From an optimization exercise on the open Yosys and OpenROAD flow, aimed at small area and a short achievable clock period; shortcuts taken in it are not production practice. RTL that was checked went through simulation tests only; none was proved equivalent to the original. Power and IR drop assume default switching activity.

yarrow:
==> module ex_issue, before the edit <==
module ex_issue (
    input  logic        clk,
    input  logic        rst_n,
    input  logic        flush,
    input  logic        in_valid,
    input  logic [6:0]  in_opcode,
    input  logic [4:0]  in_rd,
    input  logic [2:0]  in_funct3,
    input  logic [6:0]  in_funct7,
    input  logic [31:0] in_imm,
    input  logic [31:0] in_pc,
    input  logic [31:0] in_rs1_val,
    input  logic [31:0] in_rs2_val,
    output logic        iss_valid,
    output logic [31:0] iss_a,
    output logic [31:0] iss_b,
    output logic [31:0] iss_pc,
    output logic [4:0]  iss_rd,
    output logic        iss_add,
    output logic        iss_sub,
    output logic        iss_sll,
    output logic        iss_sr,
    output logic        iss_cmp,
    output logic        iss_mod,
    output logic        iss_lx,
    output logic        iss_la,
    output logic        iss_link,
    output logic        iss_br,
    output logic        iss_eq,
    output logic        iss_lt,
    output logic        iss_beq,
    output logic        iss_blt,
    output logic        iss_binv
);
    logic is_op, is_opimm, is_lui, is_auipc, is_br, is_jal, is_jalr, is_alu;
    logic eq, lt;
    logic [2:0] f3;
    logic [6:2] op;
    logic p_alu, p_op, sub, sel_pc, sel_sh, sel_rs1;
    logic [31:0] rs1_rev;
    logic        sh_fill;
    logic [1:0]  shamt;
    logic [31:0] sh_src, sh16, sh8;
    assign f3       = in_funct3;
    assign is_op    = (in_opcode == exec_pkg::OPC_OP);
    assign is_opimm = (in_opcode == exec_pkg::OPC_OP_IMM);
    assign is_lui   = (in_opcode == exec_pkg::OPC_LUI);
    assign is_auipc = (in_opcode == exec_pkg::OPC_AUIPC);
    assign is_br    = (in_opcode == exec_pkg::OPC_BRANCH);
    assign is_jal   = (in_opcode == exec_pkg::OPC_JAL);
    assign is_jalr  = (in_opcode == exec_pkg::OPC_JALR);
    assign is_alu   = is_op | is_opimm;
    assign op      = in_opcode[6:2];
    assign p_alu   = !op[6] & !op[2];
    assign p_op    = p_alu & op[5];
    assign sub     = p_alu & ((!f3[2] & f3[1]) |
                              ((f3 == 3'b000) & op[5] & in_funct7[5]));
    assign sel_pc  = op[6] ? (op[3] | !op[2]) : (!op[5] & op[2]);
    assign sel_sh  = p_alu & (f3[1:0] == 2'b01);
    assign sel_rs1 = (p_alu & (f3[1:0] != 2'b01)) | (op[6] & !op[3] & op[2]);
    always_comb begin
        for (int i = 0; i < 32; i++) begin
            rs1_rev[i] = in_rs1_val[31-i];
        end
    end
    assign shamt   = p_op ? in_rs2_val[4:3] : in_imm[4:3];
    assign sh_fill = f3[2] & in_funct7[5] & in_rs1_val[31];
    assign sh_src  = (f3[2] ? in_rs1_val : rs1_rev);
    assign sh16    = shamt[1] ? {{16{sh_fill}}, sh_src[31:16]} : sh_src;
    assign sh8     = shamt[0] ? {{8{sh_fill}}, sh16[31:8]} : sh16;
    branch_unit i_branch (
        .rs1    (in_rs1_val),
        .rs2    (in_rs2_val),
        .uns    (f3[1]),
        .eq     (eq),
        .lt     (lt)
    );
    always_ff @(posedge clk or negedge rst_n) begin
        if (!rst_n) begin
            iss_valid <= 1'b0;
        end else begin
            iss_valid <= in_valid && !flush;
        end
    end
    always_ff @(posedge clk) begin
        iss_a    <= ({32{sel_pc}} & in_pc) | ({32{sel_sh}} & sh8) |
                    ({32{sel_rs1}} & in_rs1_val);
        iss_b    <= (p_op ? in_rs2_val : in_imm) ^ {32{sub}};
        iss_pc   <= in_pc;
        iss_rd   <= in_rd;
        iss_add  <= (is_alu & (f3 == 3'b000)) | is_lui | is_auipc;
        iss_sub  <= sub;
        iss_sll  <= is_alu & (f3 == 3'b001);
        iss_sr   <= is_alu & (f3 == 3'b101);
        iss_cmp  <= is_alu & (f3[2:1] == 2'b01);
        iss_mod  <= f3[2] ? in_funct7[5] : (f3[1] & f3[0]);
        iss_lx   <= is_alu & f3[2] & !f3[0];
        iss_la   <= is_alu & f3[2] & f3[1];
        iss_link <= is_jal | is_jalr;
        iss_br   <= is_br;
        iss_eq   <= eq;
        iss_lt   <= lt;
        iss_beq  <= is_br & (f3[2:1] == 2'b00);
        iss_blt  <= is_br & f3[2];
        iss_binv <= f3[0];
    end
endmodule
==> module int_alu, before the edit <==
module int_alu (
    input  logic [31:0] a,
    input  logic [31:0] b,
    input  logic [31:0] pc,
    input  logic        op_add,
    input  logic        op_sub,
    input  logic        op_sll,
    input  logic        op_sr,
    input  logic        op_cmp,
    input  logic        op_mod,
    input  logic        op_lx,
    input  logic        op_la,
    input  logic        op_link,
    input  logic        op_br,
    output logic [31:0] rd_val,
    output logic [31:0] jump_pc
);
    logic [31:0] sum;
    logic        cout;
    logic        lt;
    logic [31:0] sh_out;
    logic [31:0] sh_rev;
    logic        fill;
    logic [31:0] link;
    assign {cout, sum} = {1'b0, a} + {1'b0, b} + {32'd0, op_sub};
    assign lt = op_mod ? !cout : ((a[31] ^ !b[31]) ? a[31] : sum[31]);
    assign fill   = op_mod & a[31];
    assign sh_out = 32'($signed({fill, a}) >>> b[2:0]);
    always_comb begin
        for (int i = 0; i < 32; i++) begin
            sh_rev[i] = sh_out[31-i];
        end
    end
    inc30 i_inc (
        .a (pc[31:2]),
        .s (link[31:2])
    );
    assign link[1:0] = pc[1:0];
    assign rd_val = ({32{op_add}} & sum) |
                    ({32{op_sr}} & sh_out) |
                    ({32{op_sll}} & sh_rev) |
                    {31'd0, op_cmp & lt} |
                    ({32{op_lx}} & (a ^ b)) |
                    ({32{op_la}} & (a & b)) |
                    ({32{op_link}} & link);
    assign jump_pc = ({32{op_br}} & sum) |
                     ({32{op_link}} & {sum[31:1], 1'b0});
endmodule
export LEC_CHECK = 0
export CAP_MARGIN = 20
export CORE_MARGIN = 2
export CORE_UTILIZATION = 45
export SETUP_SLACK_MARGIN = 2.8
export SLEW_MARGIN = 20
create_clock -name core_clock -period 5.0 [get_ports {clk}]
standard.sh (not shown) runs the stock make flow with config.mk's settings and CLKGATE_MAP_FILE= SYNTH_SCRIPT=/design/flow/synth_recipe.tcl, a recipe that flattens the netlist after the stock synthesis.
==> flow/flow/run.sh <==
#!/bin/bash
# ORFS's synthesis as synth_recipe.tcl runs it, except that the full/half
# adder extraction is skipped and ABC maps with flow/abc.script; then the
# standard layout with plain buf_1 cells as port buffers.
set -euo pipefail
W=$PWD
{
  cat <<EOT
proc extract_fa {args} {}
proc abc {args} {
  set i [lsearch -exact \$args -script]
  lset args [expr {\$i + 1}] $W/flow/abc.script
  yosys abc {*}\$args
}
EOT
  cat synth_recipe.tcl
} > synth_custom.tcl
bash standard.sh SYNTH_SCRIPT=$W/synth_custom.tcl synth > synth.log 2>&1
CTS_ARGS="-sink_clustering_enable -repair_clock_nets -buf_list sky130_fd_sc_hd__clkbuf_16 -sink_clustering_size 24 -sink_clustering_max_diameter 120 -dont_use_dummy_load" BUFFER_PORTS_ARGS="-buffer_cell sky130_fd_sc_hd__buf_1" bash standard.sh finish > layout.log 2>&1
==> flow/flow/abc.script <==
strash
dch
map -B 0.9
topo
stime -c
buffer -c
upsize -c
dnsize -c
--- input diff yarrow..indigo ---
diff --git a/flow/design.v b/flow/design.v
--- a/flow/design.v
+++ b/flow/design.v
@@ -50,10 +50,6 @@
     logic eq, lt;
     logic [2:0] f3;
-    logic [6:2] op;
-    logic p_alu, p_op, sub, sel_pc, sel_sh, sel_rs1;
+    logic sub, sel_pc, sel_rev, sel_rs1;
     logic [31:0] rs1_rev;
-    logic        sh_fill;
-    logic [1:0]  shamt;
-    logic [31:0] sh_src, sh16, sh8;
     assign f3       = in_funct3;
     assign is_op    = (in_opcode == exec_pkg::OPC_OP);
@@ -65,12 +61,9 @@
     assign is_jalr  = (in_opcode == exec_pkg::OPC_JALR);
     assign is_alu   = is_op | is_opimm;
-    assign op      = in_opcode[6:2];
-    assign p_alu   = !op[6] & !op[2];
-    assign p_op    = p_alu & op[5];
-    assign sub     = p_alu & ((!f3[2] & f3[1]) |
-                              ((f3 == 3'b000) & op[5] & in_funct7[5]));
-    assign sel_pc  = op[6] ? (op[3] | !op[2]) : (!op[5] & op[2]);
-    assign sel_sh  = p_alu & (f3[1:0] == 2'b01);
-    assign sel_rs1 = (p_alu & (f3[1:0] != 2'b01)) | (op[6] & !op[3] & op[2]);
+    assign sub     = is_alu & ((f3 == 3'b010) | (f3 == 3'b011) |
+                               ((f3 == 3'b000) & is_op & in_funct7[5]));
+    assign sel_pc  = is_auipc | is_jal | is_br;
+    assign sel_rev = is_alu & (f3 == 3'b001);
+    assign sel_rs1 = (is_alu & (f3 != 3'b001)) | is_jalr;
     always_comb begin
         for (int i = 0; i < 32; i++) begin
@@ -78,9 +71,4 @@
         end
     end
-    assign shamt   = p_op ? in_rs2_val[4:3] : in_imm[4:3];
-    assign sh_fill = f3[2] & in_funct7[5] & in_rs1_val[31];
-    assign sh_src  = (f3[2] ? in_rs1_val : rs1_rev);
-    assign sh16    = shamt[1] ? {{16{sh_fill}}, sh_src[31:16]} : sh_src;
-    assign sh8     = shamt[0] ? {{8{sh_fill}}, sh16[31:8]} : sh16;
     branch_unit i_branch (
         .rs1    (in_rs1_val),
@@ -98,7 +86,8 @@
     end
     always_ff @(posedge clk) begin
-        iss_a    <= ({32{sel_pc}} & in_pc) | ({32{sel_sh}} & sh8) |
-                    ({32{sel_rs1}} & in_rs1_val);
-        iss_b    <= (p_op ? in_rs2_val : in_imm) ^ {32{sub}};
+        iss_a    <= sel_pc  ? in_pc :
+                    sel_rev ? rs1_rev :
+                    sel_rs1 ? in_rs1_val : 32'd0;
+        iss_b    <= (is_op ? in_rs2_val : in_imm) ^ {32{sub}};
         iss_pc   <= in_pc;
         iss_rd   <= in_rd;
@@ -149,5 +138,5 @@
     assign lt = op_mod ? !cout : ((a[31] ^ !b[31]) ? a[31] : sum[31]);
     assign fill   = op_mod & a[31];
-    assign sh_out = 32'($signed({fill, a}) >>> b[2:0]);
+    assign sh_out = 32'($signed({fill, a}) >>> b[4:0]);
     always_comb begin
         for (int i = 0; i < 32; i++) begin
## What came out
[indigo vs yarrow] synthesized area: lower in indigo
Between indigo and yarrow, core utilization is lower for indigo, yarrow comes in above that.
yarrow → indigo: net count of the finished layout down 1.3%; total power of the final layout decreased about 20%; number of vias in the routed layout climbed 0.41%; overall die height dropped 0.57%; switching power of the nets lost about 37%.
The standard cells in indigo occupy less silicon area than those in yarrow do.
Start point of the critical path = i_ex_top.i_issue.iss_b[0]$_DFF_P_: yarrow; start point of the critical path = in_opcode[3]: indigo
Diff yarrow -> indigo | cell count after placement | down slightly
Only the layout flow was run in yarrow; the RTL was not checked for function there.

-- separate check: timing with driven ports --
No port has a modelled driver above. Below, the same layouts with a new extraction and two added sets of constraints.
Step 1 assumes that a clkbuf_16 drives the clock port and a buf_2 every other input.
Step 2, shift: input delay + t, output delay - t, t = (earliest + latest rising clock arrival at the registers) / 2. This alone moves slack from input paths to output paths.
Three values: ideal ports, drivers, drivers and shift; two values: the first two.
| run | shift t [ns] | setup WS [ns] | slew at the worst register clock pin (ns) |
|---|---|---|---|
| yarrow | 0.526 | 2.847 / 2.847 / 2.383 | 0.09 / 0.09 |
| indigo | 0.528 | 2.769 / 2.800 / 2.273 | 0.09 / 0.09 |
After both steps every run listed still meets setup and hold. For indigo, which loses most, drivers alone change the setup slack by +0.031 ns; drivers and shift together by -0.496 ns.
